This is an optimization exercise on Yosys and OpenROAD, whose aim is small area, a short achievable clock period and few clock cycles, not a production implementation.
At most, simulation tests tie the RTL to the original design; equivalence was not proved.
Function not checked in runs 1 and 3: the RTL went through the layout flow alone.
No activity file was given, so power comes from the tool's default toggle rates.

===== flow/flow/run.sh =====
#!/bin/bash
# The standard layout, with timing repair aiming below the clock period so that the
# achieved period is as short as the repair can make it. Constraints are unchanged.
set -euo pipefail
bash standard.sh SETUP_SLACK_MARGIN=7.5 finish > standard.log 2>&1

===== flow/standard.sh =====
#!/bin/bash
# synth_recipe.tcl (not shown) runs the flow's synth.tcl, then flattens the netlist and writes it again
# the make line also repeats each setting of config.mk as NAME=value (left out here)
make -C /OpenROAD-flow-scripts/flow DESIGN_CONFIG=/design/flow/config.mk WORK_HOME=/design/flow/orfs CLKGATE_MAP_FILE= SYNTH_SCRIPT=/design/flow/synth_recipe.tcl "${@:-finish}"

===== flow/config.mk =====
export PLATFORM = sky130hd
export DESIGN_NAME = polyline_uniform_resampler
export DESIGN_NICKNAME = polyline_uniform_resampler
export VERILOG_FILES = /design/flow/design.v
export SDC_FILE = /design/flow/constraint.sdc
export NUM_CORES = 4
export LEC_CHECK = 0
export ABC_CLOCK_PERIOD_IN_PS = 3000
export CAP_MARGIN = 20
export CORE_MARGIN = 2
export CORE_UTILIZATION = 40
export CTS_CLUSTER_DIAMETER = 60
export CTS_CLUSTER_SIZE = 30
export SLEW_MARGIN = 20
export TNS_END_PERCENT = 100

===== flow/constraint.sdc =====
create_clock -name core_clock -period 11.0 [get_ports {clock}]
set_input_delay 2.2000 -clock core_clock [delete_from_list [all_inputs] [get_ports {clock}]]
set_output_delay 2.2000 -clock core_clock [all_outputs]
set_load 0.01 [all_outputs]

===== flow/design.v =====
`timescale 1ns / 1ps
package plr_pkg;
   localparam int MAX_PER_SEGMENT_DEF = 63;
   localparam int COORD_BITS_DEF      = 10;
   localparam int POINT_W   = 10;
   localparam int SAMPLE_W  = 18;
   localparam int FRAC_BITS = 8;
   localparam int REQ_DATA_W = 24;
   localparam int RSP_DATA_W = 40;
   localparam int RSP_USER_W = 2;
   localparam int USER_PATH_END = 0;
   localparam int USER_CLIPPED  = 1;
   localparam int  CSR_ADDR_W = 3;
   localparam int  CSR_DATA_W = 32;
   localparam logic CSR_IDX_SAMPLE_INTERVAL = 1'b0;
   localparam logic [7:0] SAMPLE_INTERVAL_RESET = 8'd5;
endpackage
`timescale 1ns / 1ps
module plr_div #(
   parameter int DW = 18,
   parameter int NW = 6
) (
   input  logic [NW-1:0] divisor,
   input  logic [NW-1:0] rem_in,
   input  logic [DW-1:0] dq_in,
   output logic [NW-1:0] rem_out,
   output logic [DW-1:0] dq_out
);
   logic [NW:0]   s1, s2a, s2b;
   logic [NW+1:0] d1, d2a, d2b;
   logic          b1, b2a, b2b;
   always_comb begin
      s1      = {rem_in, dq_in[DW-1]};
      d1      = {1'b0, s1} - {2'b00, divisor};
      b1      = !d1[NW+1];
      s2a     = {d1[NW-1:0], dq_in[DW-2]};
      s2b     = {s1[NW-1:0], dq_in[DW-2]};
      d2a     = {1'b0, s2a} - {2'b00, divisor};
      d2b     = {1'b0, s2b} - {2'b00, divisor};
      b2a     = !d2a[NW+1];
      b2b     = !d2b[NW+1];
      if (b1) begin
         rem_out = b2a ? NW'(d2a) : NW'(s2a);
         dq_out  = {dq_in[DW-3:0], 1'b1, b2a};
      end else begin
         rem_out = b2b ? NW'(d2b) : NW'(s2b);
         dq_out  = {dq_in[DW-3:0], 1'b0, b2b};
      end
   end
endmodule
module plr_csa6 #(
   parameter int W = 21
) (
   input  logic [W-1:0] r0,
   input  logic [W-1:0] r1,
   input  logic [W-1:0] r2,
   input  logic [W-1:0] r3,
   input  logic [W-1:0] r4,
   input  logic [W-1:0] r5,
   output logic [W-1:0] s,
   output logic [W-1:0] c
);
   logic [W-1:0] s1, c1, s2, c2, s3, c3;
   always_comb begin
      s1 = r0 ^ r1 ^ r2;
      c1 = W'({(r0 & r1) | (r0 & r2) | (r1 & r2), 1'b0});
      s2 = r3 ^ r4 ^ r5;
      c2 = W'({(r3 & r4) | (r3 & r5) | (r4 & r5), 1'b0});
      s3 = s1 ^ c1 ^ s2;
      c3 = W'({(s1 & c1) | (s1 & s2) | (c1 & s2), 1'b0});
      s  = s3 ^ c3 ^ c2;
      c  = W'({(s3 & c3) | (s3 & c2) | (c3 & c2), 1'b0});
   end
endmodule
`timescale 1ns / 1ps
module polyline_uniform_resampler #(
   parameter int MAX_PER_SEGMENT = plr_pkg::MAX_PER_SEGMENT_DEF,
   parameter int COORD_BITS      = plr_pkg::COORD_BITS_DEF
) (
   input  logic                           clock,
   input  logic                           reset,
   input  logic                           req_tvalid,
   output logic                           req_tready,
   input  logic [plr_pkg::REQ_DATA_W-1:0] req_tdata,   
   input  logic                           req_tlast,   
   output logic                           rsp_tvalid,
   input  logic                           rsp_tready,
   output logic [plr_pkg::RSP_DATA_W-1:0] rsp_tdata,   
   output logic                           rsp_tlast,   
   output logic [plr_pkg::RSP_USER_W-1:0] rsp_tuser,   
   input  logic                           psel,
   input  logic                           penable,
   input  logic                           pwrite,
   input  logic [plr_pkg::CSR_ADDR_W-1:0] paddr,
   input  logic [plr_pkg::CSR_DATA_W-1:0] pwdata,
   output logic [plr_pkg::CSR_DATA_W-1:0] prdata,
   output logic                           pready
);
   localparam int CW = 10;    
   localparam int LW = 21;    
   localparam int DW = 18;    
   localparam int NW = 6;     
   logic [7:0]  iv_ff;        
   logic [15:0] w_ff;         
   logic        rd_hi_ff;     
   logic        wpend_ff;     
   logic        csr_wr_iv;
   assign csr_wr_iv = psel && penable && pwrite && !paddr[2];
   assign pready    = 1'b1;
   assign prdata    = {24'd0, rd_hi_ff ? 8'd0 : iv_ff};
   typedef enum logic [1:0] {
      N1_IDLE = 2'd0,
      N1_SQ   = 2'd1,
      N1_DONE = 2'd2
   } n1_state_t;
   n1_state_t     n1_st_ff, n1_st_nx;
   logic          rdy_ff;                  
   logic          cur_v_ff, cur_v_nx;      
   logic [CW-1:0] cur_x_ff, cur_y_ff;
   logic          cur_fin_ff;
   logic [CW-1:0] prev_x_ff, prev_y_ff;
   logic          have_prev_ff, have_prev_nx;
   logic          wmode_ff, wmode_nx;      
   logic          wpend_nx;
   logic [4:0]    k1_ff;                   
   logic [CW-1:0] m1_x_ff, m1_y_ff;        
   logic          m1_nx_ff, m1_ny_ff;      
   logic          m1_fin_ff;
   logic          m1_zero_ff;              
   logic [CW-1:0] m1_bx_ff, m1_by_ff;      
   logic [LW-1:0] as_ff, ac_ff;            
   typedef enum logic [1:0] {
      N2_IDLE = 2'd0,
      N2_SRCH = 2'd1,
      N2_HAND = 2'd2
   } n2_state_t;
   n2_state_t     n2_st_ff;
   logic [2:0]    k2_ff;                   
   logic [LW+1:0] d_ff;                    
   logic [LW-1:0] c_ff;                    
   logic          first_ff;                
   logic          n2_w_ff;                 
   logic [6:0]    n_ff;                    
   logic [CW-1:0] m2_x_ff, m2_y_ff;
   logic          m2_nx_ff, m2_ny_ff, m2_fin_ff, m2_zero_ff;
   logic [CW-1:0] m2_bx_ff, m2_by_ff;
   logic          b_v_ff;                  
   logic          b_done_ff;               
   logic [3:0]    b_cnt_ff;                
   logic [CW-1:0] b_bx_ff, b_by_ff;
   logic [DW-1:0] b_dq_x_ff, b_dq_y_ff;
   logic [NW-1:0] b_rem_x_ff, b_rem_y_ff;
   logic [NW-1:0] b_num_ff;
   logic          b_clip_ff, b_fin_ff, b_nx_ff, b_ny_ff, b_skip_ff;
   logic          b_given_ff;              
   logic          o_v_ff;                  
   logic [DW-1:0] o_x_ff, o_y_ff;          
   logic          o_last_ff, o_end_ff, o_clip_ff;
   logic          c_fin_ff, c_clip_ff, c_nx_ff, c_ny_ff;
   logic [NW-1:0] c_left_ff;               
   logic [NW-1:0] c_num_ff;
   logic [DW-1:0] c_q_x_ff, c_q_y_ff;
   logic [NW-1:0] c_r_x_ff, c_r_y_ff;
   logic [NW-1:0] c_e_x_ff, c_e_y_ff;      
   logic          c_w_x_ff, c_w_y_ff;      
   logic          c_pend_ff;               
   logic          c_qv_ff;                 
   logic req_fire;
   logic n1_free;      
   logic n2_load;      
   logic n2_hand;      
   logic c_take;       
   logic c_qt;         
   logic c_qld;        
   logic b_free;       
   logic c_adv;        
   assign req_fire   = req_tvalid && rdy_ff;
   assign req_tready = rdy_ff;
   logic [CW:0]   dx_s, dy_s;
   logic          zero_len;
   logic [1:0]    dig_x, dig_y;
   logic [LW-1:0] sq_s, sq_c;
   assign dx_s     = {1'b0, cur_x_ff} - {1'b0, prev_x_ff};
   assign dy_s     = {1'b0, cur_y_ff} - {1'b0, prev_y_ff};
   assign zero_len = (cur_x_ff == prev_x_ff) && (cur_y_ff == prev_y_ff);
   always_comb begin
      dig_x = '0;
      dig_y = '0;
      for (int i = 0; i < 5; i++) begin
         if (k1_ff[i]) begin
            dig_x = dig_x | m1_x_ff[9-2*i -: 2];
            dig_y = dig_y | m1_y_ff[9-2*i -: 2];
         end
      end
   end
   plr_csa6 #(.W(LW)) u_csa (
      .r0 ({as_ff[LW-3:0], 2'b00}),
      .r1 ({ac_ff[LW-3:0], 2'b00}),
      .r2 (dig_x[1] ? LW'({m1_x_ff, 1'b0}) : LW'(0)),
      .r3 (dig_x[0] ? LW'(m1_x_ff) : LW'(0)),
      .r4 (dig_y[1] ? LW'({m1_y_ff, 1'b0}) : LW'(0)),
      .r5 (dig_y[0] ? LW'(m1_y_ff) : LW'(0)),
      .s  (sq_s),
      .c  (sq_c)
   );
   assign n1_free = cur_v_ff && !wpend_ff && !wmode_ff
                    && ((n1_st_ff == N1_IDLE) || ((n1_st_ff == N1_DONE) && n2_load));
   always_comb begin
      n1_st_nx     = n1_st_ff;
      wmode_nx     = wmode_ff;
      wpend_nx     = wpend_ff || csr_wr_iv;
      have_prev_nx = have_prev_ff;
      cur_v_nx     = req_fire || (cur_v_ff && !n1_free);
      unique case (n1_st_ff)
         N1_IDLE: begin
            if (wpend_ff && (n2_st_ff == N2_IDLE)) begin
               wpend_nx = csr_wr_iv;
               wmode_nx = 1'b1;
               n1_st_nx = N1_SQ;
            end
         end
         N1_SQ: begin
            if (k1_ff[4]) n1_st_nx = N1_DONE;
         end
         N1_DONE: begin
            if (n2_load) n1_st_nx = N1_IDLE;
         end
         default: n1_st_nx = N1_IDLE;
      endcase
      if ((n2_st_ff == N2_HAND) && n2_w_ff) wmode_nx = 1'b0;
      if (n1_free) begin
         n1_st_nx = N1_IDLE;
         if (!have_prev_ff) begin
            have_prev_nx = !cur_fin_ff;
            if (cur_fin_ff) n1_st_nx = N1_DONE;
         end else begin
            if (cur_fin_ff) have_prev_nx = 1'b0;
            if (!zero_len) begin
               n1_st_nx = N1_SQ;
            end else if (cur_fin_ff) begin
               n1_st_nx = N1_DONE;
            end
         end
      end
   end
   logic          d_pos;
   logic          d_sub;
   logic [LW+1:0] d_nx, d_dn, d_up;
   logic [LW:0]   c_nx;
   logic [6:0]    n_fin;                   
   logic [LW-1:0] wb;                      
   logic [LW-1:0] wb_top;                  
   logic [4:0]    bl_m, bl_w;              
   logic [6:0]    ks_t;
   logic [2:0]    ks;                      
   logic          ks_none;                 
   logic [2:0]    m1_ks_ff;
   logic          m1_none_ff;
   logic [NW-1:0] n_num;
   logic          n2_free;
   logic          n2_skip;
   assign d_pos = !d_ff[LW+1];
   assign d_sub = d_pos && !first_ff;
   assign d_dn  = d_ff - {2'b00, c_ff} - {2'b00, wb};
   assign d_up  = d_ff + {2'b00, c_ff} - {2'b00, wb};
   assign d_nx  = d_sub ? d_dn : d_up;
   assign c_nx  = first_ff ? {1'b0, wb}
                           : {2'b00, c_ff[LW-1:1]} + ({1'b0, wb} ^ {(LW+1){!d_pos}}) + (LW+1)'(!d_pos);
   assign n_fin = {n_ff[6:1], d_pos};
   assign wb_top  = LW'({w_ff, 12'd0} >> {3'd6 - m1_ks_ff, 1'b0});
   always_comb begin
      bl_m = '0;
      for (int i = 0; i < CW; i++) if (m1_x_ff[i] || m1_y_ff[i]) bl_m = 5'(i + 1);
      bl_w = '0;
      for (int i = 0; i < 16; i++) if (w_ff[i]) bl_w = 5'(i + 1);
      ks_t    = 7'({bl_m, 1'b1}) - 7'(bl_w);
      ks_none = ks_t[6];
      ks      = (ks_t[5:1] >= 5'd6) ? 3'd6 : ks_t[3:1];
   end
   assign n_num   = n_fin[6] ? NW'(MAX_PER_SEGMENT) : n_fin[NW-1:0];
   assign n2_hand = (n2_st_ff == N2_HAND) && !n2_w_ff && (!b_v_ff || c_qt)
                    && ((n_num != '0) || m2_fin_ff);
   assign n2_free = (n2_st_ff == N2_IDLE)
                    || ((n2_st_ff == N2_HAND)
                        && (n2_w_ff || !b_v_ff || c_qt || ((n_num == '0) && !m2_fin_ff)));
   assign n2_load = (n1_st_ff == N1_DONE) && n2_free;
   logic [DW-1:0] b_dq_x_nx, b_dq_y_nx;
   logic [NW-1:0] b_rem_x_nx, b_rem_y_nx;
   logic          short_div;
   plr_div #(.DW(DW), .NW(NW)) u_div_x (
      .divisor (b_num_ff),
      .rem_in  (b_rem_x_ff),
      .dq_in   (b_dq_x_ff),
      .rem_out (b_rem_x_nx),
      .dq_out  (b_dq_x_nx)
   );
   plr_div #(.DW(DW), .NW(NW)) u_div_y (
      .divisor (b_num_ff),
      .rem_in  (b_rem_y_ff),
      .dq_in   (b_dq_y_ff),
      .rem_out (b_rem_y_nx),
      .dq_out  (b_dq_y_nx)
   );
   assign short_div = (w_ff[15:10] == 6'd0) || n_ff[6];
   assign n2_skip   = (n_num == '0) && !m2_zero_ff;
   logic          c_last_now;
   logic [NW-1:0] c_left_nx;
   logic [NW:0]   ex_sum, ey_sum;
   logic          ex_wrap, ey_wrap;
   logic [NW+1:0] ex_dif, ey_dif;
   logic [DW-1:0] step_x, step_y;
   assign c_last_now = (c_left_ff == '0);
   assign c_take     = b_v_ff && !b_given_ff && !c_pend_ff && (!o_v_ff || (rsp_tready && c_last_now));
   assign c_qt       = b_v_ff && b_given_ff && b_done_ff && !c_qv_ff;
   assign c_qld      = (c_take && b_done_ff) || c_qt;
   assign b_free     = c_qld;
   assign c_adv      = c_qv_ff && ((o_v_ff && rsp_tready && !c_last_now) || c_pend_ff);
   assign c_left_nx  = c_left_ff - NW'(1);
   assign ex_sum  = {1'b0, c_e_x_ff} + {1'b0, c_r_x_ff};
   assign ey_sum  = {1'b0, c_e_y_ff} + {1'b0, c_r_y_ff};
   assign ex_dif  = {1'b0, ex_sum} - {2'b00, c_num_ff};
   assign ey_dif  = {1'b0, ey_sum} - {2'b00, c_num_ff};
   assign ex_wrap = !ex_dif[NW+1];
   assign ey_wrap = !ey_dif[NW+1];
   assign step_x  = o_x_ff + (c_q_x_ff ^ {DW{c_nx_ff}}) + DW'(c_w_x_ff ^ c_nx_ff);
   assign step_y  = o_y_ff + (c_q_y_ff ^ {DW{c_ny_ff}}) + DW'(c_w_y_ff ^ c_ny_ff);
   always_ff @(posedge clock) begin
      rd_hi_ff <= paddr[2];
      if (reset) begin
         iv_ff <= plr_pkg::SAMPLE_INTERVAL_RESET;
         w_ff  <= 16'd25;
      end else begin
         if (csr_wr_iv) iv_ff <= pwdata[7:0];
         if ((n2_st_ff == N2_HAND) && n2_w_ff) w_ff <= d_ff[15:0];
      end
      if (reset) begin
         n1_st_ff     <= N1_IDLE;
         rdy_ff       <= 1'b0;
         cur_v_ff     <= 1'b0;
         have_prev_ff <= 1'b0;
         wmode_ff     <= 1'b0;
         wpend_ff     <= 1'b0;
      end else begin
         n1_st_ff     <= n1_st_nx;
         rdy_ff       <= !wpend_nx && !wmode_nx && (!cur_v_nx || (n1_st_nx == N1_IDLE));
         cur_v_ff     <= cur_v_nx;
         have_prev_ff <= have_prev_nx;
         wmode_ff     <= wmode_nx;
         wpend_ff     <= wpend_nx;
      end
      if (req_fire) begin
         cur_x_ff   <= req_tdata[CW-1:0];
         cur_y_ff   <= req_tdata[2*CW-1:CW];
         cur_fin_ff <= req_tlast;
      end
      if (n1_free) begin
         prev_x_ff  <= cur_x_ff;
         prev_y_ff  <= cur_y_ff;
         m1_x_ff    <= dx_s[CW] ? CW'(-dx_s) : dx_s[CW-1:0];
         m1_y_ff    <= dy_s[CW] ? CW'(-dy_s) : dy_s[CW-1:0];
         m1_nx_ff   <= dx_s[CW];
         m1_ny_ff   <= dy_s[CW];
         m1_fin_ff  <= cur_fin_ff;
         m1_zero_ff <= !have_prev_ff || zero_len;
         m1_bx_ff   <= (!have_prev_ff || zero_len) ? cur_x_ff : prev_x_ff;
         m1_by_ff   <= (!have_prev_ff || zero_len) ? cur_y_ff : prev_y_ff;
         k1_ff      <= 5'd1;
         as_ff      <= '0;
         ac_ff      <= '0;
      end else if ((n1_st_ff == N1_IDLE) && wpend_ff && (n2_st_ff == N2_IDLE)) begin
         m1_x_ff    <= (iv_ff == 8'd0) ? CW'(1) : CW'(iv_ff);
         m1_y_ff    <= '0;
         k1_ff      <= 5'd1;
         as_ff      <= '0;
         ac_ff      <= '0;
      end else if (n1_st_ff == N1_SQ) begin
         m1_ks_ff   <= ks;
         m1_none_ff <= ks_none;
         k1_ff      <= {k1_ff[3:0], 1'b0};
         as_ff      <= sq_s;
         ac_ff      <= sq_c;
      end
      if (reset) begin
         n2_st_ff <= N2_IDLE;
      end else if (n2_load) begin
         n2_st_ff <= ((m1_zero_ff || m1_none_ff) && !wmode_ff) ? N2_HAND : N2_SRCH;
      end else if (n2_free) begin
         n2_st_ff <= N2_IDLE;
      end else if (n2_st_ff == N2_SRCH) begin
         if (k2_ff == 3'd0) n2_st_ff <= N2_HAND;
      end
      if (n2_load) begin
         d_ff      <= ((m1_zero_ff || m1_none_ff) && !wmode_ff) ? '1 : {2'b00, as_ff};
         first_ff  <= 1'b1;
         c_ff      <= ac_ff;
         n_ff      <= '0;
         n2_w_ff   <= wmode_ff;
         k2_ff     <= wmode_ff ? 3'd0 : m1_ks_ff;
         wb        <= wmode_ff ? '0 : wb_top;
         m2_x_ff   <= m1_x_ff;
         m2_y_ff   <= m1_y_ff;
         m2_nx_ff  <= m1_nx_ff;
         m2_ny_ff  <= m1_ny_ff;
         m2_fin_ff <= m1_fin_ff;
         m2_zero_ff <= m1_zero_ff;
         m2_bx_ff  <= m1_bx_ff;
         m2_by_ff  <= m1_by_ff;
      end else if (n2_st_ff == N2_SRCH) begin
         k2_ff      <= k2_ff - 3'd1;
         wb         <= wb >> 2;
         first_ff   <= 1'b0;
         c_ff       <= LW'(c_nx);
         d_ff       <= d_nx;
         if (!first_ff) n_ff[k2_ff + 3'd1] <= d_pos;
      end
      if (reset) begin
         b_v_ff <= 1'b0;
      end else if (n2_hand) begin
         b_v_ff <= 1'b1;
      end else if (b_free) begin
         b_v_ff <= 1'b0;
      end
      if (n2_hand) begin
         b_given_ff <= 1'b0;
      end else if (c_take) begin
         b_given_ff <= 1'b1;
      end
      if (n2_hand) begin
         b_bx_ff   <= m2_bx_ff;
         b_by_ff   <= m2_by_ff;
         b_num_ff  <= n2_skip ? NW'(1) : n_num;
         b_skip_ff <= n2_skip;
         b_clip_ff <= n_ff[6];
         b_fin_ff  <= m2_fin_ff;
         b_nx_ff   <= m2_nx_ff;
         b_ny_ff   <= m2_ny_ff;
         if ((n_num == '0) && !n2_skip) begin
            b_done_ff <= 1'b1;
            b_cnt_ff  <= '0;
         end else if ((n_num == NW'(1)) || n2_skip) begin
            b_done_ff  <= 1'b1;
            b_cnt_ff   <= '0;
            b_rem_x_ff <= '0;
            b_rem_y_ff <= '0;
            b_dq_x_ff  <= {m2_x_ff, 8'd0};
            b_dq_y_ff  <= {m2_y_ff, 8'd0};
         end else if (short_div) begin
            b_done_ff  <= 1'b0;
            b_cnt_ff   <= 4'd7;
            b_rem_x_ff <= NW'(m2_x_ff[9:6]);
            b_rem_y_ff <= NW'(m2_y_ff[9:6]);
            b_dq_x_ff  <= {m2_x_ff[5:0], 12'd0};
            b_dq_y_ff  <= {m2_y_ff[5:0], 12'd0};
         end else begin
            b_done_ff  <= 1'b0;
            b_cnt_ff   <= 4'd9;
            b_rem_x_ff <= '0;
            b_rem_y_ff <= '0;
            b_dq_x_ff  <= {m2_x_ff, 8'd0};
            b_dq_y_ff  <= {m2_y_ff, 8'd0};
         end
      end else if (b_v_ff && !b_done_ff) begin
         b_rem_x_ff <= b_rem_x_nx;
         b_rem_y_ff <= b_rem_y_nx;
         b_dq_x_ff  <= b_dq_x_nx;
         b_dq_y_ff  <= b_dq_y_nx;
         b_cnt_ff   <= b_cnt_ff - 4'd1;
         if (b_cnt_ff == 4'd1) b_done_ff <= 1'b1;
      end
      if (reset) begin
         o_v_ff    <= 1'b0;
         c_pend_ff <= 1'b0;
      end else if (c_take) begin
         o_v_ff    <= !b_skip_ff;
         c_pend_ff <= b_skip_ff;
      end else if (c_adv) begin
         o_v_ff    <= 1'b1;
         c_pend_ff <= 1'b0;
      end else if (o_v_ff && rsp_tready) begin
         o_v_ff    <= 1'b0;
         c_pend_ff <= !c_last_now;
      end
      if (c_take) begin
         c_qv_ff <= b_done_ff;
      end else if (c_qt) begin
         c_qv_ff <= 1'b1;
      end
      if (c_qld) begin
         c_q_x_ff  <= b_dq_x_ff;
         c_q_y_ff  <= b_dq_y_ff;
         c_r_x_ff  <= b_rem_x_ff;
         c_r_y_ff  <= b_rem_y_ff;
         c_e_x_ff  <= b_rem_x_ff;
         c_e_y_ff  <= b_rem_y_ff;
         c_w_x_ff  <= 1'b0;
         c_w_y_ff  <= 1'b0;
      end else if (c_adv) begin
         c_w_x_ff  <= ex_wrap;
         c_w_y_ff  <= ey_wrap;
         c_e_x_ff  <= ex_wrap ? NW'(ex_dif) : NW'(ex_sum);
         c_e_y_ff  <= ey_wrap ? NW'(ey_dif) : NW'(ey_sum);
      end
      if (c_take) begin
         o_x_ff    <= {b_bx_ff, 8'd0};
         o_y_ff    <= {b_by_ff, 8'd0};
         o_last_ff <= (b_num_ff == '0) || ((b_num_ff == NW'(1)) && !b_fin_ff);
         o_end_ff  <= (b_num_ff == '0);
         o_clip_ff <= b_clip_ff && (b_num_ff != '0);
         c_left_ff <= b_num_ff + NW'(b_fin_ff) - NW'(1);
         c_num_ff  <= b_num_ff;
         c_fin_ff  <= b_fin_ff;
         c_clip_ff <= b_clip_ff;
         c_nx_ff   <= b_nx_ff;
         c_ny_ff   <= b_ny_ff;
      end else if (c_adv) begin
         o_x_ff    <= step_x;
         o_y_ff    <= step_y;
         o_last_ff <= (c_left_nx == '0);
         o_end_ff  <= c_fin_ff && (c_left_nx == '0);
         o_clip_ff <= c_clip_ff && !(c_fin_ff && (c_left_nx == '0));
         c_left_ff <= c_left_nx;
      end
   end
   assign rsp_tvalid = o_v_ff;
   assign rsp_tdata  = {4'd0, o_y_ff, o_x_ff};
   assign rsp_tlast  = o_last_ff;
   assign rsp_tuser  = {o_clip_ff, o_end_ff};
endmodule

==> results of run 1 <==
final timing paths:
path                                    to  slack [ns]  cells past startpoint
worst max register to register    d_ff[22]        7.36                     13
worst max-delay path              d_ff[22]        7.36                     13
worst min-delay path            b_bx_ff[5]        0.42                      0
worst min register to register  b_bx_ff[5]        0.42                      0
registers in the layout, indices dropped and copies added, names as in the netlist, 16 cells and up:
name and flops:
b_dq_y_ff 18, o_x_ff 18, w_ff 16, d_ff 23, c_ff 21, as_ff 21
wb 21, c_q_x_ff 18, ac_ff 19, c_q_y_ff 18, o_y_ff 18, b_dq_x_ff 18
power groups by stage:
stage | clock (mW) | combinational (mW) | sequential (mW)
2_1_floorplan | 0 | 1.06 | 2.25
3_3_place_gp | 0 | 1.36 | 2.30
3_5_place_dp | 0 | 1.36 | 2.30
4_1_cts | 1.84 | 1.45 | 2.25
5_1_grt | 1.90 | 1.72 | 2.26
6_report | 1.80 | 1.51 | 2.25
metrics by stage:
stage	instances	power (mW)
3_5_place_dp	4128	3.66
3_3_place_gp	4128	3.66
2_1_floorplan	3116	3.30
4_1_cts	4298	5.54
5_1_grt	4359	5.88
6_report	4359	5.56
layout make-up:
class | count | area share (%)
Multi-Input combinational cell | 2235 | 45.2
Sequential cell | 494 | 37.9
Timing Repair Buffer | 253 | 5.85
Tap cell | 1030 | 3.55
Clock buffer | 46 | 3.11
Inverter | 264 | 2.78
Clock inverter | 36 | 1.57
Timing Repair inverter | 1 | 0.0207
kinds of logic (layout without fill, tap and decap cells):
kind of cell,after synthesis,count (layout),share of synthesized area [%]
buf+inv,390,600,5.12
compound gates,703,704,14.1
xor+xnor,200,200,5.66
mux,52,52,1.73
other cells,2,29,0.0243
flops,494,494,44.4
simple gates,926,928,13.6
fa+ha+maj,322,322,15.3
critical path, delay by kind of cell (launching register included):
kind,cells,cell delay [ns]
fa+ha+maj,2,0.91
flops,1,0.38
compound gates,4,0.99
buf+inv,2,0.16
simple gates,5,0.93
layer usage:
layer | up-vias | GRT usage (%) | share of wire [%]
li1 | 11200 | - | -
met1 | 11000 | 27.2 | 46
met2 | 525 | 32.2 | 47
met3 | 81 | 2.15 | 4.9
met4 | 0 | 4.46 | 1.9
met5 | - | 0 | 0
cell usage after synthesis (all sizes together) (5+ instances only):
| cell | n | area (um^2) |
|---|---|---|
| mux2i | 40 | 400 |
| a22oi | 13 | 97.6 |
| nand3b | 10 | 75.1 |
| edfxtp | 386 | 11600 |
| a222oi | 6 | 60.1 |
| dfxtp | 108 | 2160 |
| o22ai | 8 | 50.1 |
| a22o | 9 | 78.8 |
| nor3b | 5 | 37.5 |
| ha | 229 | 2870 |
| or3 | 14 | 87.6 |
| a211oi | 23 | 178 |
| nor2 | 226 | 848 |
| clkbuf | 86 | 323 |
| o211ai | 9 | 67.6 |
| or2 | 10 | 62.6 |
| o21bai | 14 | 105 |
| nand2b | 37 | 231 |
| nor4b | 5 | 43.8 |
| buf | 40 | 270 |
| xor2 | 107 | 937 |
| xnor2 | 93 | 815 |
| a21o | 49 | 368 |
| and2 | 60 | 375 |
| and3 | 13 | 81.3 |
| a211o | 8 | 70.1 |
| nor4 | 10 | 62.6 |
| nand4 | 11 | 68.8 |
| o21a | 22 | 165 |
| mux2 | 12 | 135 |
| a21boi | 16 | 120 |
| nand2 | 371 | 1390 |
| o21ai | 160 | 816 |
| o41ai | 7 | 61.3 |
| nor3 | 75 | 375 |
| a221oi | 5 | 43.8 |
| o31ai | 30 | 225 |
| a21oi | 266 | 1340 |
| fa | 93 | 1860 |
| nor2b | 38 | 238 |
| a31oi | 19 | 119 |
| a221o | 5 | 50.1 |
| nand3 | 33 | 165 |
| inv | 262 | 983 |
timing repair:
item	CTS	global route
buffers inserted	84	58
cloned	4	3
setup endpoints to repair	299	102
resized for setup	237	80
pin swaps	41	51
hold buffers	0	0
==> metrics.md, run 1 <==
| Metric | Value |
|---|---|
| Max Cap Viol | 0 |
| CTS tree | done |
| Post-synth EDFFs | 386 |
| Min-Delay Path Class | flip-flop to flip-flop |
| Worst hold slack | 0.423 ns |
| Pint | 3.70 mW |
| Mapped cell area | 30900 um^2 |
| Synth Instances | 3089 |
| Boundary Pins | 145 |
| Post-DP Area | 32900 um^2 |
| Fin. max-slew vios | 0 |
| Post-Route Utilization | 47.6% |
| Setup tns final | 0 ns |
| Status | no timing/DRC/antenna violations |
| GRT Total Usage | 19.4% |
| Core area | 76300 um^2 |
| Leakage Power | 14.9 nW |
| Worst-path cell chain | inv_1 -> fa_1 -> inv_1 -> ha_1 -> and2_1 -> and3_1 -> and3_1 -> a221o_1 -> o2bb2ai_4 -> nor3_4 -> nand2b_1 -> a21oi_1 -> o41a_1 |
| Initial core utilization | 40.5% |
| Most common cell after layout, fill and taps aside | edfxtp_1 |
| Pre-CTS WS | 5.31 ns |
| Critical path arrival | 3.97 ns |
| Slew margin rel. | 26.7% |
| Switching part of the total | 33.4% |
| Peak supply drop | 0.137 mV |
| Total Wirelength | 78000 um |
| DRC viols | 0 |
| Hold_sp | m2_bx_ff[5] |
| Slowest CP cell | fa_1 |
| Worst path max stage delay | 0.58 ns |
| RR Startpoint | d_ff[12] |
| Global route total overflow | 0 |
| Num CTS Buffers | 44 |
| Post-route cell area | 36300 um^2 |
| Initial DRC count | 1651 |
| Detail Route Antenna Nets | 0 |
| Critical Path Sink Type | flip-flop |
| Share of cells above drive strength 1 | 13.3% |
| Final min period | 3.64 ns |
| Reg clk slew, reported paths | 0.10 ns |
| F_max | 0.274 GHz |
| Filler Cell Count | 7227 |
| # H-tree levels | 2 |
| RePlAce Congestion | 0.847 |
| # nets final | 3682 |
| Prevailing post-synth register cell | edfxtp_1 |
| Clk_skew | 0.0478 ns |
| Sequential Power Share | 40.5% |
| Root Buffer | clkbuf_16 |
| Final setup violation count | 0 |
| Req. time, crit path | 11.33 ns |
| Synth warn | 3 |
| Clock sink total | 494 |
| Footprint of the multi-input gates | 16400 um^2 |
| Most frequent cells in the layout | 386 x edfxtp_1, 359 x nand2_1, 250 x a21oi_1 |
| Layout area overhead | 17.4% |
| RSZ-0062 raised after global routing | true |
| Async SR Flop Fraction | 0% |
| Avg Cell Area, Syn | 10.0 um^2 |
| Reg area | 13800 um^2 |
| First drt pass iteration count | 8 |
| Synth Register Bits | 494 |
| PwrDens | 153 nW/um^2 |
| Die span in y | 282 um |
| Clk pwr share | 32.3% |
| Skew-Pair Late Insertion Delay | 0.62 ns |
| Final Hold Viols | 0 |
| CP Class | flip-flop to flip-flop |
| Post-synthesis sequential area ratio | 44.4% |
| Vias per cell | 5.23 |
| Setup crit start | d_ff[12] |
| Dpl hpwl | 54700 um |
| Wire length per cell | 17.9 um |
| FP Rows | 101 |
| Largest net degree at the start of global routing | 69 |
| Max FO, Critical Path | 5 |
| Fin crit share | 33.1% |
| Actual slew at the worst max-slew pin | 1.10 ns |
| Port bufs | 85 |
| Gate power share | 27.2% |
| First-pass GRT wire length | 122000 um |
| Vias | 22800 |
| Final worst slack | 7.36 ns |
| CTS max path bufs | 3 |
| Ant diodes | 0 |
| Vias in the first global route | 21900 |
| Total die area | 79600 um^2 |
| Switching pwr | 1.86 mW |
| Antenna violations before repair | 0 |
| Crit start category | flip-flop |
| Synth cell types | 78 |
| Die outline width | 282 um |
==> run 2, diff against run 1 <==
--- a/flow/design.v
+++ b/flow/design.v
@@ -246,5 +246,5 @@
    logic          d_pos;
    logic          d_sub;
-   logic [LW+1:0] d_nx, d_dn, d_up;
+   logic [LW+1:0] d_nx;
    logic [LW:0]   c_nx;
    logic [6:0]    n_fin;                   
@@ -262,7 +262,5 @@
    assign d_pos = !d_ff[LW+1];
    assign d_sub = d_pos && !first_ff;
-   assign d_dn  = d_ff - {2'b00, c_ff} - {2'b00, wb};
-   assign d_up  = d_ff + {2'b00, c_ff} - {2'b00, wb};
-   assign d_nx  = d_sub ? d_dn : d_up;
+   assign d_nx  = d_ff + ({2'b00, c_ff} ^ {(LW+2){d_sub}}) + {2'b11, ~wb} + (LW+2)'(d_sub) + (LW+2)'(1);
    assign c_nx  = first_ff ? {1'b0, wb}
                            : {2'b00, c_ff[LW-1:1]} + ({1'b0, wb} ^ {(LW+1){!d_pos}}) + (LW+1)'(!d_pos);
==> run 2 against run 1 <==
Synthesized cell count shrank 5.9%. Clock skew shrank 0.019 ns. Flip-flop and latch count is the same. Register-to-register slack gained 0.05 ns. Cell area shrank 4.7%. Via count shrank 3.7%. Hold slack lost 0.0041 ns. Final cell count shrank 7.0%. Worst setup slack gained 0.049 ns. Die area shrank 3.1%. Critical endpoint is now d_ff[20]. Highest routed layer unchanged.
==> metrics.md, run 2 <==
| Metric | Value |
|---|---|
| GRT Total Usage | 19.5% (+0.13 points) |
| Vias per cell | 5.42 (+3.6%) |
| Most common cell after layout, fill and taps aside | edfxtp_1 |
| Top cells by count, synth | 386 x edfxtp_1, 350 x nand2_1, 222 x inv_1 |
| Actual slew at the worst max-slew pin | 0.973 ns (-0.125 ns) |
| First-pass GRT wire length | 121000 um (-1.2%) |
| Synth cell types | 89 (+14%) |
| First drt pass iteration count | 7 (-1) |
| Min-Delay Path Class | flip-flop to flip-flop |
| CP Capture Point | d_ff[20] |
| # nets final | 3391 (-7.9%) |
| Synth Register Bits | 494 (unchanged) |
| RePlAce Congestion | 0.912 (+7.7%) |
| Core area | 74300 um^2 (-2.6%) |
| Total die area | 77100 um^2 (-3.1%) |
| Die span in y | 278 um (-1.6%) |
| Final setup violation count | 0 (unchanged) |
| Cell Count Post-Placement | 3884 (-5.9%) |
| Setup crit start | d_ff[22] |
| Detail Route Antenna Nets | 0 (unchanged) |
| Max FFs per register | 23 (unchanged) |
| Boundary Pins | 145 (unchanged) |
| Clk_skew | 0.0288 ns (-0.0190 ns) |
| Max FO, Critical Path | 4 (-1) |
| Skew-Pair Late Insertion Delay | 0.60 ns (-0.02 ns) |
| Peak supply drop | 0.223 mV (+62%) |
| Final min period | 3.59 ns (-0.0487 ns) |
| Crit start category | flip-flop |
| Root Buffer | clkbuf_16 |
| Status | no timing/DRC/antenna violations |
| Cells on worst reg2reg path | 16 (+3) |
| Leakage Power | 13.9 nW (-7.0%) |
| Post-synth top area share | 38.7% (+1.2 points) |
| Vias in the first global route | 21800 (-0.70%) |
| Vias | 21900 (-3.7%) |
| Mapped cell area | 30000 um^2 (-3.1%) |
| # hold bufs at CTS | 0 (unchanged) |
| Slew margin rel. | 35.1% (+8.4 points) |
| Initial DRC count | 1660 (+0.55%) |
| R2r endpoint | d_ff[20] |
| Post-route cell area | 34600 um^2 (-4.7%) |
| Antenna violations before repair | 2 (+2) |
| Share of cells above drive strength 1 | 12.5% (-0.85 points) |
| Post-synth EDFFs | 386 (unchanged) |
| Reg clk slew, reported paths | 0.10 ns (about the same) |
| Final non-filler cell total | 4052 (-7.0%) |
| Post-DP Area | 31800 um^2 (-3.3%) |
| DR WL met2 | 36400 um (-0.93%) |
| DRC viols | 0 (unchanged) |
| Fin. max-slew vios | 0 (unchanged) |
| Count leader, synth | edfxtp_1 |
| Largest net degree at the start of global routing | 89 (+29%) |
| # H-tree levels | 2 (unchanged) |
| Synth Instances | 2907 (-5.9%) |
| CP Class | flip-flop to flip-flop |
| Wire length per cell | 18.9 um (+5.5%) |
| Req. time, crit path | 11.32 ns (about the same) |
| Die outline width | 278 um (-1.6%) |
| Yosys top cell by area | edfxtp_1 |
| CTS max path bufs | 3 (unchanged) |
| R2R setup slack | 7.41 ns (+0.05 ns) |
| Fin crit share | 32.7% (-0.44 points) |
| Met1 Wirelength | 33800 um (-5.9%) |
| Critical path arrival | 3.91 ns (-0.06 ns) |
| Dpl hpwl | 54200 um (-0.85%) |
| Synth warn | 3 (unchanged) |
| Total Wirelength | 76500 um (-1.9%) |
| Port bufs | 85 (unchanged) |
| RSZ-0062 raised after global routing | true |
| Initial core utilization | 40.3% (-0.21 points) |
| Biggest register | d_ff |
| F_max | 0.278 GHz (+1.4%) |
| Avg Cell Area, Syn | 10.3 um^2 (+2.9%) |
| DR top layer | met4 |
| Max Cap Viol | 0 (unchanged) |
| Post-synthesis sequential area ratio | 45.9% (+1.4 points) |
| FP Rows | 100 (-0.99%) |
| Length of routed met3 wiring | 3770 um (-1.6%) |
| Most frequent cells in the layout | 386 x edfxtp_1, 341 x nand2_1, 212 x inv_1 |
| PwrDens | 199 nW/um^2 (+30%) |
| Clock sink total | 494 (unchanged) |
| Final Hold Viols | 0 (unchanged) |
| Global route total overflow | 0 (unchanged) |
| Filler Cell Count | 6861 (-5.1%) |
| Prevailing post-synth register cell | edfxtp_1 |
| Layout area overhead | 15.5% |
| Async SR Flop Fraction | 0% (unchanged) |
| RR Startpoint | d_ff[22] |
| Num CTS Buffers | 42 (-4.5%) |
| Critical Path Sink Type | flip-flop |
| Setup tns final | 0 ns (unchanged) |
| Top cells by area, synth | edfxtp_1 39%, ha_1 8.4%, dfxtp_1 7.2%, fa_1 4.9%, nand2_1 4.4% |
| CTS tree | done |
-- run 2: cell type report --
| cell class | instances | area, um^2 | share of cell area [%] |
|---|---|---|---|
| multi-input combinational | 2090 | 15500 | 44.8 |
| clock inverter | 32 | 440 | 1.27 |
| sequential | 494 | 13800 | 39.8 |
| inverter | 226 | 870 | 2.51 |
| clock buffer | 45 | 1080 | 3.13 |
| tap | 969 | 1210 | 3.50 |
| timing repair buffer | 193 | 1690 | 4.89 |
| antenna | 1 | 2.50 | 0.00723 |
| timing repair inverter | 2 | 16.3 | 0.0470 |
-- run 2: critical path, cell delays in order, from the launching register on --
cell and delay [ns]:
edfxtp_1 0.43, buf_12 0.18, nor2_4 0.17, buf_6 0.13, buf_4 0.10, xnor2_1 0.15, fa_1 0.46, inv_2 0.09
ha_4 0.21, a21o_1 0.20, a21oi_4 0.22, o21ai_4 0.11, nand4_1 0.16, o2111ai_4 0.17, o32ai_2 0.26, xor2_1 0.19
a21oi_1 0.08
-- run 2: kinds of logic (layout without fill, tap and decap cells) --
| group | after synthesis | in the layout | synth area share, % |
|---|---|---|---|
| AOI/OAI and AO/OA | 636 | 636 | 13.3 |
| xor gates and xnor gates | 198 | 198 | 5.81 |
| adders and majority gates | 275 | 275 | 13.3 |
| buffers and inverters | 351 | 498 | 4.88 |
| DFF | 494 | 494 | 45.9 |
| muxes | 87 | 87 | 3.11 |
| other | 2 | 30 | 0.0251 |
| and+or+nand+nor | 864 | 865 | 13.7 |
-- run 2: metal layers --
layer / vias up / GRT usage [%]
met5: - / 0
li1: 10600 / -
met2: 537 / 32.4
met4: 0 / 6.76
met1: 10700 / 26.2
met3: 109 / 2.65
-- run 2: how the worst min path moves through the flow --
stage,from,end,slack (ns),depth (start not counted)
6_report,m1_bx_ff[6],m2_bx_ff[6],0.42,0
5_1_grt,m1_nx_ff,m2_nx_ff,0.42,0
4_1_cts,m1_nx_ff,m2_nx_ff,0.41,0
3_5_place_dp,m2_by_ff[7],b_by_ff[7],0.40,0
3_3_place_gp,m1_bx_ff[0],m2_bx_ff[0],0.41,0
2_1_floorplan,m2_bx_ff[0],b_bx_ff[0],0.40,0
-- run 2: where the power goes --
| group | internal, mW | switching [mW] |
|---|---|---|
| clock network | 0.792 | 0.844 |
| logic | 1.28 | 1.59 |
| registers | 2.24 | 0.128 |
-- run 2: repair_timing --
item / CTS / global route
setup buffers: 54 / 31
gates cloned: 5 / 0
pin swaps: 26 / 46
setup endpoints to repair: 284 / 111
resized for setup: 206 / 80
-- run 2: metrics by stage --
| step | setup WS (ns) | utilization, % | total power [mW] | hold WS, ns |
|---|---|---|---|---|
| after floorplan | 7.37 | - | 4.15 | 0.400 |
| after global placement | 5.79 | 42.8 | 4.64 | 0.407 |
| after detailed placement | 5.72 | 42.8 | 4.70 | 0.405 |
| after CTS | 7.37 | 45.8 | 6.61 | 0.412 |
| after global routing | 7.23 | 46.6 | 7.30 | 0.425 |
| final | 7.41 | 46.6 | 6.87 | 0.419 |
Testbench counts of run 2, summed over its fixed seeds: cycles 37,858.
==> run 3, diff against run 2 <==
--- a/flow/design.v
+++ b/flow/design.v
@@ -141,4 +141,5 @@
    logic          first_ff;                
    logic          n2_w_ff;                 
+   logic          c_dn_ff;                 
    logic [6:0]    n_ff;                    
    logic [CW-1:0] m2_x_ff, m2_y_ff;
@@ -264,5 +265,5 @@
    assign d_nx  = d_ff + ({2'b00, c_ff} ^ {(LW+2){d_sub}}) + {2'b11, ~wb} + (LW+2)'(d_sub) + (LW+2)'(1);
    assign c_nx  = first_ff ? {1'b0, wb}
-                           : {2'b00, c_ff[LW-1:1]} + ({1'b0, wb} ^ {(LW+1){!d_pos}}) + (LW+1)'(!d_pos);
+                           : {2'b00, c_ff[LW-1:1]} + ({1'b0, wb} ^ {(LW+1){c_dn_ff}}) + (LW+1)'(c_dn_ff);
    assign n_fin = {n_ff[6:1], d_pos};
    assign wb_top  = LW'({w_ff, 12'd0} >> {3'd6 - m1_ks_ff, 1'b0});
@@ -410,4 +411,5 @@
          c_ff       <= LW'(c_nx);
          d_ff       <= d_nx;
+         c_dn_ff    <= d_nx[LW+1];
          if (!first_ff) n_ff[k2_ff + 3'd1] <= d_pos;
       end
==> run 3 against run 2 <==
Area after synthesis is 1.6% lower. Non-clock buffer count is 10 higher. Worst setup slack worse by 0.14 ns. Die area is 1.5% lower. Hold slack worse by 0.0045 ns. Register-to-register slack worse by 0.14 ns. Maximum frequency is 3.7% lower. Cell area is 0.95% lower. Via count is 2.0% lower. Core utilization is 0.42 points higher. Global-route usage is 0.82 points lower. Critical path depth is 1 higher. Largest power group unchanged. Highest routed layer unchanged.
==> metrics.md, run 3 <==
| Metric | Value |
|---|---|
| Status | no timing/DRC/antenna violations |
| Switching part of the total | 36.4% (-0.84 points) |
| Final Hold Viols | 0 (unchanged) |
| DRC viols | 0 (unchanged) |
| Post-synth top area share | 39.4% (+0.71 points) |
| Synth warn | 3 (unchanged) |
| Sequential Power Share | 35.6% (+1.1 points) |
| Root Buffer | clkbuf_16 |
| Synth Area in Adders | 13.5% (+0.21 points) |
| Prevailing post-synth register cell | edfxtp_1 |
| Crit start category | flip-flop |
| Largest family of logic cells by synthesized area | simple AND/OR/NAND/NOR gates |
| Initial core utilization | 40.4% (+0.12 points) |
| PwrDens | 196 nW/um^2 (-1.5%) |
| RR Startpoint | d_ff[22] |
| Critical path arrival | 4.09 ns (+0.18 ns) |
| Total Wirelength | 72300 um (-5.5%) |
| Top cells by area, synth | edfxtp_1 39%, ha_1 8.6%, dfxtp_1 7.3%, fa_1 5.0%, nand2_1 4.5% |
| Multiplexer share of the synthesized area | 2.17% (-0.94 points) |
| Initial DRC count | 1768 (+6.5%) |
| Port bufs | 85 (unchanged) |
| Dpl hpwl | 51000 um (-5.9%) |
| Max FO, Critical Path | 6 (+2) |
| Global route total overflow | 0 (unchanged) |
| Die outline width | 276 um (-0.77%) |
| Most frequent cells in the layout | 387 x edfxtp_1, 346 x nand2_1, 219 x a21oi_1 |
| Leakage Power | 13.7 nW (-1.2%) |
| Num CTS Buffers | 43 (+2.4%) |
| Req. time, crit path | 11.36 ns (+0.04 ns) |
| Switching pwr | 2.44 mW (-4.6%) |
| Final setup violation count | 0 (unchanged) |
| Boundary Pins | 145 (unchanged) |
| Total die area | 76000 um^2 (-1.5%) |
| RePlAce Congestion | 0.897 (-1.6%) |
| Skew-Pair Late Insertion Delay | 0.62 ns (+0.02 ns) |
| Count leader, synth | edfxtp_1 |
| Worst path max stage delay | 0.52 ns (+0.06 ns) |
| Reg clk slew, reported paths | 0.10 ns (about the same) |
| Vias in the first global route | 20900 (-3.8%) |
| Xor/xnor share of the synthesized area | 6.23% (+0.42 points) |
| Setup tns final | 0 ns (unchanged) |
| Core area | 73000 um^2 (-1.8%) |
| # hold bufs at CTS | 0 (unchanged) |
| Slowest CP cell | fa_1 |
| Pre-CTS WS | 5.62 ns (-0.0985 ns) |
| Cells on worst reg2reg path | 17 (+1) |
| CTS tree | done |
| Layout area overhead | 16.2% |
| Synth cell types | 81 (-9.0%) |
| F_max | 0.268 GHz (-3.7%) |
| R2r endpoint | d_ff[21] |
| Critical Path Sink Type | flip-flop |
| Max FFs per register | 23 (unchanged) |
| Fin crit share | 33.9% (+1.3 points) |
| Worst-path cell chain | nor2_4 -> buf_12 -> buf_12 -> xnor2_4 -> fa_1 -> inv_2 -> ha_4 -> a2111o_1 -> o2111ai_4 -> a211oi_4 -> nor3_2 -> buf_4 -> nor3_4 -> a211o_1 -> a21oi_2 -> xor2_1 -> o21ai_1 |
| Vias per cell | 5.34 (-1.4%) |
| Post-synthesis sequential area ratio | 46.7% (+0.83 points) |
| CTS max path bufs | 3 (unchanged) |
| Max Cap Viol | 0 (unchanged) |
| Avg Cell Area, Syn | 10.2 um^2 (-0.60%) |
| Actual slew at the worst max-slew pin | 0.908 ns (-0.0655 ns) |
| Async SR Flop Fraction | 0% (unchanged) |
| GRT Total Usage | 18.7% (-0.82 points) |
| CP Class | flip-flop to flip-flop |
| Largest net degree at the start of global routing | 67 (-25%) |
| Wire length per cell | 18.0 um (-4.9%) |
| # nets final | 3373 (-0.53%) |
| Min-Delay Path Class | flip-flop to flip-flop |
| Vias | 21500 (-2.0%) |
| Fin. max-slew vios | 0 (unchanged) |
| Synth Register Bits | 495 (+0.20%) |
| Die span in y | 276 um (-0.77%) |
| Clk_skew | 0.0677 ns (+0.0389 ns) |
| FP Rows | 99 (-1.0%) |
| Final worst slack | 7.27 ns (-0.138 ns) |
| Most common cell after layout, fill and taps aside | edfxtp_1 |
| Antenna violations before repair | 1 (-1) |
| Final min period | 3.73 ns (+0.138 ns) |
| Clk pwr share | 25.9% (+2.1 points) |
| Post-synthesis simple-gate area fraction | 13.6% (-0.10 points) |
| Post-synthesis compound-gate area fraction | 12.9% (-0.38 points) |
| RSZ-0062 raised after global routing | true |
| R2R setup slack | 7.27 ns (-0.14 ns) |
| First drt pass iteration count | 9 (+2) |
| # H-tree levels | 2 (unchanged) |
| Top cells by count, synth | 387 x edfxtp_1, 354 x nand2_1, 234 x a21oi_1 |
| Post-synth EDFFs | 387 (+0.26%) |
| Pint | 4.26 mW (-1.1%) |
| Peak supply drop | 0.130 mV (-42%) |
| Biggest register | d_ff |
| Most used cell, CP | buf_12 |
| Hold_sp | m2_bx_ff[1] |
| Mapped cell area | 29500 um^2 (-1.6%) |
| Hold path depth | 0 (unchanged) |
| Share of cells above drive strength 1 | 13.2% (+0.68 points) |
| Slew margin rel. | 39.5% (+4.4 points) |
| Gate power share | 38.6% (-3.1 points) |
| Post-Route Utilization | 47.0% (+0.42 points) |
| Synth Instances | 2879 (-0.96%) |
| Yosys top cell by area | edfxtp_1 |
| Detail Route Antenna Nets | 0 (unchanged) |
| First-pass GRT wire length | 114000 um (-5.8%) |
| Min-Delay Endpoint | b_bx_ff[1] |
| Clock sink total | 495 (+0.20%) |
-- run 3: stage by stage --
step	area, um^2	total power, mW	cells	hold slack, ns
6_report	34300	6.71	4026	0.414
5_1_grt	34300	7.12	4025	0.430
4_1_cts	33700	6.58	3978	0.408
3_5_place_dp	31400	4.60	3847	0.405
3_3_place_gp	31400	4.53	3847	0.408
2_1_floorplan	29800	4.09	2906	0.400
-- run 3: worst max-delay path by stage --
stage	startpoint	endpoint	slack, ns	cells past startpoint
global route	d_ff[22]	d_ff[21]	7.12	18
finish	d_ff[22]	d_ff[21]	7.27	17
global placement	rsp_tready	o_clip_ff	5.69	6
floorplan	first_ff	d_ff[22]	7.46	17
CTS	d_ff[22]	d_ff[22]	7.20	16
detailed placement	rsp_tready	o_clip_ff	5.62	6
-- run 3: cell families (layout without fill, tap and decap cells) --
family | after synthesis | count (layout)
AND/OR/NAND/NOR | 865 | 868
flip-flops | 495 | 495
other | 2 | 30
buffers and inverters | 344 | 501
adder cells (fa/ha/maj) | 275 | 275
multiplexers | 60 | 60
XOR/XNOR | 210 | 210
AO/OA/AOI/OAI | 628 | 628
-- run 3: area by class of cell --
class                   instances  area (um^2)
fillers                      6654        38700
inverters                     216          851
well taps                     959         1200
flip-flops and latches        495        13800
repair buffers                203         1740
multi-input cells            2070        15000
clock inverters                35          546
clock buffers                  45         1100
diodes                          1         2.50
repair inverters                2         18.8
-- run 3: power by group through the flow --
| stage | Sequential [mW] | Combinational (mW) | Clock, mW |
|---|---|---|---|
| after CTS | 2.39 | 2.42 | 1.77 |
| after detailed placement | 2.43 | 2.16 | 0 |
| after global routing | 2.40 | 2.88 | 1.84 |
| after floorplan | 2.38 | 1.71 | 0 |
| after global placement | 2.43 | 2.11 | 0 |
| final | 2.39 | 2.59 | 1.74 |
-- run 3: worst max-delay path: cells and delay by family (launching register included) --
family | cells | cell delay, ns
XOR/XNOR | 2 | 0.24
AND/OR/NAND/NOR | 3 | 0.38
AO/OA/AOI/OAI | 6 | 1.10
adder cells (fa/ha/maj) | 2 | 0.78
flip-flops | 1 | 0.44
buffers and inverters | 4 | 0.51
-- run 3: layer usage --
layer / track usage, % / vias to the layer above / wire length (um)
li1: - / 10400 / -
met1: 26.4 / 10500 / 33400
met2: 30.4 / 504 / 34000
met3: 2.29 / 83 / 3480
met4: 4.88 / 0 / 1380
met5: 0 / - / 0
-- run 3: what timing repair did --
action | in CTS | in global routing
pin swaps | 29 | 27
endpoints found under the setup margin | 315 | 206
buffers inserted | 48 | 42
gates resized for setup | 210 | 82
gates cloned | 3 | 5
==> run 4, diff against run 3 <==
--- a/flow/design.v
+++ b/flow/design.v
@@ -141,5 +141,4 @@
    logic          first_ff;                
    logic          n2_w_ff;                 
-   logic          c_dn_ff;                 
    logic [6:0]    n_ff;                    
    logic [CW-1:0] m2_x_ff, m2_y_ff;
@@ -265,5 +264,5 @@
    assign d_nx  = d_ff + ({2'b00, c_ff} ^ {(LW+2){d_sub}}) + {2'b11, ~wb} + (LW+2)'(d_sub) + (LW+2)'(1);
    assign c_nx  = first_ff ? {1'b0, wb}
-                           : {2'b00, c_ff[LW-1:1]} + ({1'b0, wb} ^ {(LW+1){c_dn_ff}}) + (LW+1)'(c_dn_ff);
+                           : {2'b00, c_ff[LW-1:1]} + ({1'b0, wb} ^ {(LW+1){!d_pos}}) + (LW+1)'(!d_pos);
    assign n_fin = {n_ff[6:1], d_pos};
    assign wb_top  = LW'({w_ff, 12'd0} >> {3'd6 - m1_ks_ff, 1'b0});
@@ -411,5 +410,4 @@
          c_ff       <= LW'(c_nx);
          d_ff       <= d_nx;
-         c_dn_ff    <= d_nx[LW+1];
          if (!first_ff) n_ff[k2_ff + 3'd1] <= d_pos;
       end
==> flow/flow/run.sh (replaced) <==
#!/bin/bash
# The standard layout, with timing repair aiming below the clock period so that the
# achieved period is as short as the repair can make it, and plain buffers on the ports.
# Constraints are unchanged.
set -euo pipefail
bash standard.sh SETUP_SLACK_MARGIN=7.35 "BUFFER_PORTS_ARGS=-buffer_cell sky130_fd_sc_hd__buf_2" finish > standard.log 2>&1
==> run 4 against run 3 <==
Combinational power grew 5%. Still clean on timing, DRC and antenna. Clock power fell by 6%. Register-to-register slack better by 0.06 ns. Maximum frequency grew 1.5%. Core utilization decreased by 1.7 points. Clock skew shrank 0.018 ns. Wire length up 3.2%.
==> metrics.md, run 4 <==
| Metric | Value |
|---|---|
| # H-tree levels | 2 (unchanged) |
| Largest net degree at the start of global routing | 67 (unchanged) |
| Actual slew at the worst max-slew pin | 1.04 ns (+0.133 ns) |
| Worst hold slack | 0.408 ns (-0.00649 ns) |
| Yosys top cell by area | edfxtp_1 |
| Setup tns final | 0 ns (unchanged) |
| Biggest register | d_ff |
| Fin. max-slew vios | 0 (unchanged) |
| Core area | 74300 um^2 (+1.9%) |
| # hold bufs at CTS | 0 (unchanged) |
| Crit start category | flip-flop |
| FP Rows | 100 (+1.0%) |
| Async SR Flop Fraction | 0% (unchanged) |
| F_max | 0.272 GHz (+1.5%) |
| Post-route cell area | 33600 um^2 (-1.9%) |
| Initial DRC count | 1673 (-5.4%) |
| Fin crit share | 33.4% (-0.52 points) |
| Antenna violations before repair | 1 (unchanged) |
| Most used cell, CP | buf_12 |
| PwrDens | 200 nW/um^2 (+2.3%) |
| Global route total overflow | 0 (unchanged) |
| RePlAce Congestion | 0.882 (-1.7%) |
| First drt pass iteration count | 5 (-4) |
| Vias | 21700 (+0.91%) |
| CTS max path bufs | 3 (unchanged) |
| Synth cell types | 89 (+9.9%) |
| Prevailing post-synth register cell | edfxtp_1 |
| Avg Cell Area, Syn | 10.3 um^2 (+0.60%) |
| Reg clk slew, reported paths | 0.11 ns (about the same) |
| Status | no timing/DRC/antenna violations |
| Slew margin rel. | 30.5% (-9.0 points) |
| Most frequent cells in the layout | 386 x edfxtp_1, 343 x nand2_1, 216 x inv_1 |
| Synth warn | 3 (unchanged) |
| Initial core utilization | 40.3% (-0.12 points) |
| Final setup violation count | 0 (unchanged) |
| CTS tree | done |
| RR Startpoint | d_ff[22] |
| Critical Path Sink Type | flip-flop |
| Mapped cell area | 30000 um^2 (+1.6%) |
| Max FFs per register | 23 (unchanged) |
| DRC viols | 0 (unchanged) |
| Final Hold Viols | 0 (unchanged) |
| Share of cells above drive strength 1 | 11.5% (-1.7 points) |
| Count leader, synth | edfxtp_1 |
| R2R setup slack | 7.32 ns (+0.06 ns) |
| Top cells by area, synth | edfxtp_1 39%, ha_1 8.4%, dfxtp_1 7.2%, fa_1 4.9%, nand2_1 4.4% |
| Clk_skew | 0.0501 ns (-0.0176 ns) |
| Critical path arrival | 3.97 ns (-0.12 ns) |
| Vias per cell | 5.43 (+1.7%) |
| GRT Total Usage | 19.0% (+0.31 points) |
| Post-Route Utilization | 45.3% (-1.7 points) |
| Max Cap Viol | 0 (unchanged) |
| Total die area | 77100 um^2 (+1.6%) |
| Num CTS Buffers | 42 (-2.3%) |
| Total Wirelength | 74600 um (+3.2%) |
| RSZ-0062 raised after global routing | true |
| Final min period | 3.68 ns (-0.0567 ns) |
| Most common cell after layout, fill and taps aside | edfxtp_1 |
| Dpl hpwl | 53100 um (+4.2%) |
| Boundary Pins | 145 (unchanged) |
| Cells on worst reg2reg path | 15 (-2) |
| R2r endpoint | d_ff[15] |
| Synth Register Bits | 494 (-0.20%) |
| Die outline width | 278 um (+0.77%) |
| Layout area overhead | 12.3% |
| Post-synth top area share | 38.7% (-0.71 points) |
| Max FO, Critical Path | 5 (-1) |
| First-pass GRT wire length | 118000 um (+3.6%) |
| Post-synthesis sequential area ratio | 45.9% (-0.83 points) |
| Min-Delay Path Class | flip-flop to flip-flop |
| Die span in y | 278 um (+0.77%) |
| CP Class | flip-flop to flip-flop |
| Top cells by count, synth | 386 x edfxtp_1, 350 x nand2_1, 222 x inv_1 |
| Post-synth EDFFs | 386 (-0.26%) |
| Vias in the first global route | 21200 (+1.5%) |
| Slowest CP cell | fa_1 |
| Clock sink total | 494 (-0.20%) |
| Min-Delay Endpoint | m2_fin_ff |
| Port bufs | 85 (unchanged) |
| Ant diodes | 0 (-1) |
| Post-DP Area | 31300 um^2 (-0.31%) |
| Wire length per cell | 18.7 um (+3.9%) |
| Hold_sp | m1_fin_ff |
| Worst path max stage delay | 0.54 ns (+0.02 ns) |
| Synth Instances | 2907 (+0.97%) |
| Pre-CTS WS | 5.92 ns (+0.304 ns) |
| Final worst slack | 7.32 ns (+0.0567 ns) |
| Peak supply drop | 0.148 mV (+14%) |
| Skew-Pair Late Insertion Delay | 0.61 ns (about the same) |
| Detail Route Antenna Nets | 0 (unchanged) |
| Req. time, crit path | 11.29 ns (-0.07 ns) |
| # nets final | 3336 (-1.1%) |
| Hold path depth | 0 (unchanged) |
| Leakage Power | 13.5 nW (-1.7%) |
| Worst-path cell chain | buf_12 -> nor2_4 -> buf_12 -> xnor2_2 -> fa_1 -> inv_2 -> ha_1 -> nor2b_1 -> o21a_1 -> o21ai_4 -> a31oi_4 -> a41o_4 -> a31oi_2 -> xor2_1 -> a21oi_1 |
| Root Buffer | clkbuf_16 |
==> run 4: cell count changes after synthesis, sizes merged, moves of 8 or more <==
cell	before	now
mux2i	29	56
a21oi	234	220
nor2	188	160
a21boi	9	20
nand3b	9	17
inv	214	224
xnor2	101	93
==> run 4: logic make-up (layout without fill, tap and decap cells) <==
| group | after synthesis | count (layout) | share of synthesized area [%] |
|---|---|---|---|
| AO/OA/AOI/OAI | 636 | 638 | 13.3 |
| XOR/XNOR | 198 | 198 | 5.81 |
| adder cells (fa/ha/maj) | 275 | 275 | 13.3 |
| buffers and inverters | 351 | 442 | 4.88 |
| flip-flops | 494 | 494 | 45.9 |
| multiplexers | 87 | 87 | 3.11 |
| other | 2 | 29 | 0.0251 |
| AND/OR/NAND/NOR | 864 | 864 | 13.7 |
==> run 4: layout make-up <==
cell class | count | area [um^2]
clock buffers | 46 | 1110
repair buffers | 138 | 952
well taps | 969 | 1210
inverters | 226 | 871
flip-flops and latches | 494 | 13800
clock inverters | 31 | 400
multi-input cells | 2091 | 15300
repair inverters | 1 | 7.51
fillers | 7027 | 40700
==> run 4: timing repair <==
| item | in CTS | in global routing |
|---|---|---|
| resized for setup | 40 | 65 |
| endpoints found under the setup margin | 158 | 62 |
| pin swaps | 13 | 29 |
| cloned | 5 | 1 |
| buffers inserted | 16 | 12 |
==> run 4: report_power, final <==
part | internal, mW | switching [mW]
registers | 2.24 | 0.136
logic | 1.18 | 1.54
clock network | 0.794 | 0.838
total | 4.22 | 2.52
==> run 4: worst max path at each step <==
stage | end | start | depth (start not counted)
after floorplan | c_left_ff[0] | rsp_tready | 6
after global placement | c_e_y_ff[2] | rsp_tready | 8
after detailed placement | c_e_y_ff[2] | rsp_tready | 8
after CTS | d_ff[20] | d_ff[22] | 16
after global routing | d_ff[20] | d_ff[22] | 15
final | d_ff[15] | d_ff[22] | 15
==> run 4: worst max-delay path, delay by kind of cell, from the launching register on <==
| kind | cells | cell delay, ns |
|---|---|---|
| compound gates | 6 | 1.23 |
| fa+ha+maj | 2 | 0.82 |
| flops | 1 | 0.42 |
| buf+inv | 3 | 0.37 |
| simple gates | 2 | 0.29 |
| xor+xnor | 2 | 0.25 |
==> run 4: per-layer routing <==
metal  track usage, %  vias to the layer above  share of wire, %
met4             4.93                        0               2.3
met3             2.35                       85               4.9
met5                0                        -                 0
met1             27.0                    10600                46
met2             30.7                      526                46
li1                 -                    10500                 -
==> run 4: metrics by stage <==
stage	power, mW	cells
after floorplan	4.15	2934
after global placement	4.65	3885
after detailed placement	4.70	3885
after CTS	6.55	3983
after global routing	7.15	3996
final	6.73	3996
Testbench counts of run 4, summed over its fixed seeds: cycles 37,858.
==> run 5, diff against run 4 <==
==> flow/flow/run.sh (replaced) <==
#!/bin/bash
# The standard layout, with timing repair aiming below the clock period so that the
# achieved period is as short as the repair can make it, and plain buffers on the ports.
# Constraints are unchanged.
set -euo pipefail
bash standard.sh SETUP_SLACK_MARGIN=7.5 "BUFFER_PORTS_ARGS=-buffer_cell sky130_fd_sc_hd__buf_2" finish > standard.log 2>&1
--- a/flow/config.mk
+++ b/flow/config.mk
@@ -12,4 +12,5 @@
 export CTS_CLUSTER_DIAMETER = 60
 export CTS_CLUSTER_SIZE = 30
+export PLACE_DENSITY = 0.8
 export SLEW_MARGIN = 20
 export TNS_END_PERCENT = 100
==> run 5 against run 4 <==
Core utilization is 0.32 points higher. Via count grew 3.0%. Maximum frequency increased by 2.0%. Clock skew down 0.0088 ns. Critical endpoint is now d_ff[19].
==> metrics.md, run 5 <==
| Metric | Value |
|---|---|
| Status | no timing/DRC/antenna violations |
| Die outline width | 278 um (unchanged) |
| Max FO, Critical Path | 8 (+3) |
| Wire length per cell | 18.3 um (-1.9%) |
| Gate power share | 42.5% (+2.1 points) |
| RSZ-0062 raised after global routing | true |
| Req. time, crit path | 11.33 ns (+0.04 ns) |
| Post-synth top area share | 38.7% (unchanged) |
| Initial DRC count | 2192 (+31%) |
| Total Wirelength | 73500 um (-1.5%) |
| Fin crit share | 32.8% (-0.64 points) |
| Actual slew at the worst max-slew pin | 1.07 ns (+0.0342 ns) |
| Antenna violations before repair | 0 (-1) |
| Hold path depth | 0 (unchanged) |
| # hold bufs at CTS | 0 (unchanged) |
| Leakage Power | 13.6 nW (+0.86%) |
| Avg Cell Area, Syn | 10.3 um^2 (unchanged) |
| Synth cell types | 89 (unchanged) |
| Vias per cell | 5.57 (+2.7%) |
| FP Rows | 100 (unchanged) |
| Vias | 22300 (+3.0%) |
| Boundary Pins | 145 (unchanged) |
| Fin. max-slew vios | 0 (unchanged) |
| R2R setup slack | 7.39 ns (+0.07 ns) |
| Synth warn | 3 (unchanged) |
| Total die area | 77100 um^2 (unchanged) |
| DRC viols | 0 (unchanged) |
| Biggest register | d_ff |
| Switching part of the total | 37.8% (+0.50 points) |
| Clk_skew | 0.0413 ns (-0.00883 ns) |
| Skew-Pair Late Insertion Delay | 0.60 ns (about the same) |
| CTS max path bufs | 3 (unchanged) |
| Mapped cell area | 30000 um^2 (unchanged) |
| Num CTS Buffers | 36 (-14%) |
| Post-route cell area | 33900 um^2 (+0.70%) |
| Reg clk slew, reported paths | 0.10 ns (about the same) |
| Pint | 4.18 mW (-1.1%) |
| Sequential Power Share | 35.4% (about the same) |
| Cells on worst reg2reg path | 15 (unchanged) |
| Top cells by area, synth | edfxtp_1 39%, ha_1 8.4%, dfxtp_1 7.2%, fa_1 4.9%, nand2_1 4.4% |
| Clock sink total | 494 (unchanged) |
| Stages on worst setup path | 15 (unchanged) |
| Detail Route Antenna Nets | 0 (unchanged) |
| # H-tree levels | 2 (unchanged) |
| First-pass GRT wire length | 114000 um (-3.4%) |
| Clk pwr share | 22.2% (-2.0 points) |
| Critical Path Sink Type | flip-flop |
| Filler Cell Count | 6603 (-6.0%) |
| Most frequent cells in the layout | 386 x edfxtp_1, 338 x nand2_1, 212 x inv_1 |
## run 5: cell counts after synthesis
No cell type changed its count.
## run 5: metrics by stage
step	cells	worst slack [ns]	hold slack (ns)	utilization [%]	power, mW
2_1_floorplan	2934	7.37	0.400	-	4.15
3_3_place_gp	3884	5.96	0.403	42.2	4.56
3_5_place_dp	3884	5.90	0.405	42.2	4.64
4_1_cts	3981	7.45	0.400	44.8	6.39
5_1_grt	4008	7.26	0.394	45.6	7.09
6_report	4009	7.39	0.396	45.6	6.72
## run 5: power groups by stage
stage	Combinational, mW	Clock (mW)	Sequential [mW]
final	2.85	1.49	2.38
after CTS	2.51	1.51	2.37
after detailed placement	2.23	0	2.41
after global routing	3.12	1.58	2.39
after global placement	2.15	0	2.41
after floorplan	1.79	0	2.36
## run 5: layout make-up
cell class	instances	area share, %
Sequential cell	494	40.7
Inverter	226	2.58
Timing Repair inverter	2	0.0480
Clock inverter	28	1.17
Multi-Input combinational cell	2091	45.8
Tap cell	969	3.58
Timing Repair Buffer	162	3.52
Clock buffer	36	2.66
Antenna cell	1	0.00738
## run 5: worst paths after layout
check | end | start
worst max register to register | d_ff[19] | d_ff[22]
worst min-delay path | m2_bx_ff[1] | m1_bx_ff[1]
worst min register to register | m2_bx_ff[1] | m1_bx_ff[1]
worst max-delay path | d_ff[19] | d_ff[22]
## run 5: cell families (layout without fill, tap and decap cells)
family / after synthesis / in the layout / synth area share (%)
xor gates and xnor gates: 198 / 198 / 5.81
DFF: 494 / 494 / 45.9
buffers and inverters: 351 / 454 / 4.88
muxes: 87 / 87 / 3.11
and+or+nand+nor: 864 / 865 / 13.7
other: 2 / 30 / 0.0251
AOI/OAI and AO/OA: 636 / 637 / 13.3
adders and majority gates: 275 / 275 / 13.3
## run 5: layer usage
| layer | GRT usage (%) | share of wire (%) |
|---|---|---|
| met5 | 0 | 0 |
| met4 | 7.03 | 3.9 |
| met3 | 2.75 | 7.7 |
| met2 | 30.5 | 48 |
| met1 | 23.9 | 41 |
## run 5: repair_timing
action / 4_1_cts / 5_1_grt
gates resized for setup: 71 / 84
gates cloned: 6 / 1
setup endpoints to repair: 199 / 75
pin swaps: 25 / 46
setup buffers: 27 / 26

Setup slack of run 5, layout unchanged: 7.395 ns with ideal ports, 7.395 ns with driving cells assumed (clock clkbuf_16, inputs buf_2), 6.916 ns with port delays also shifted by the 0.646 ns mid clock arrival.
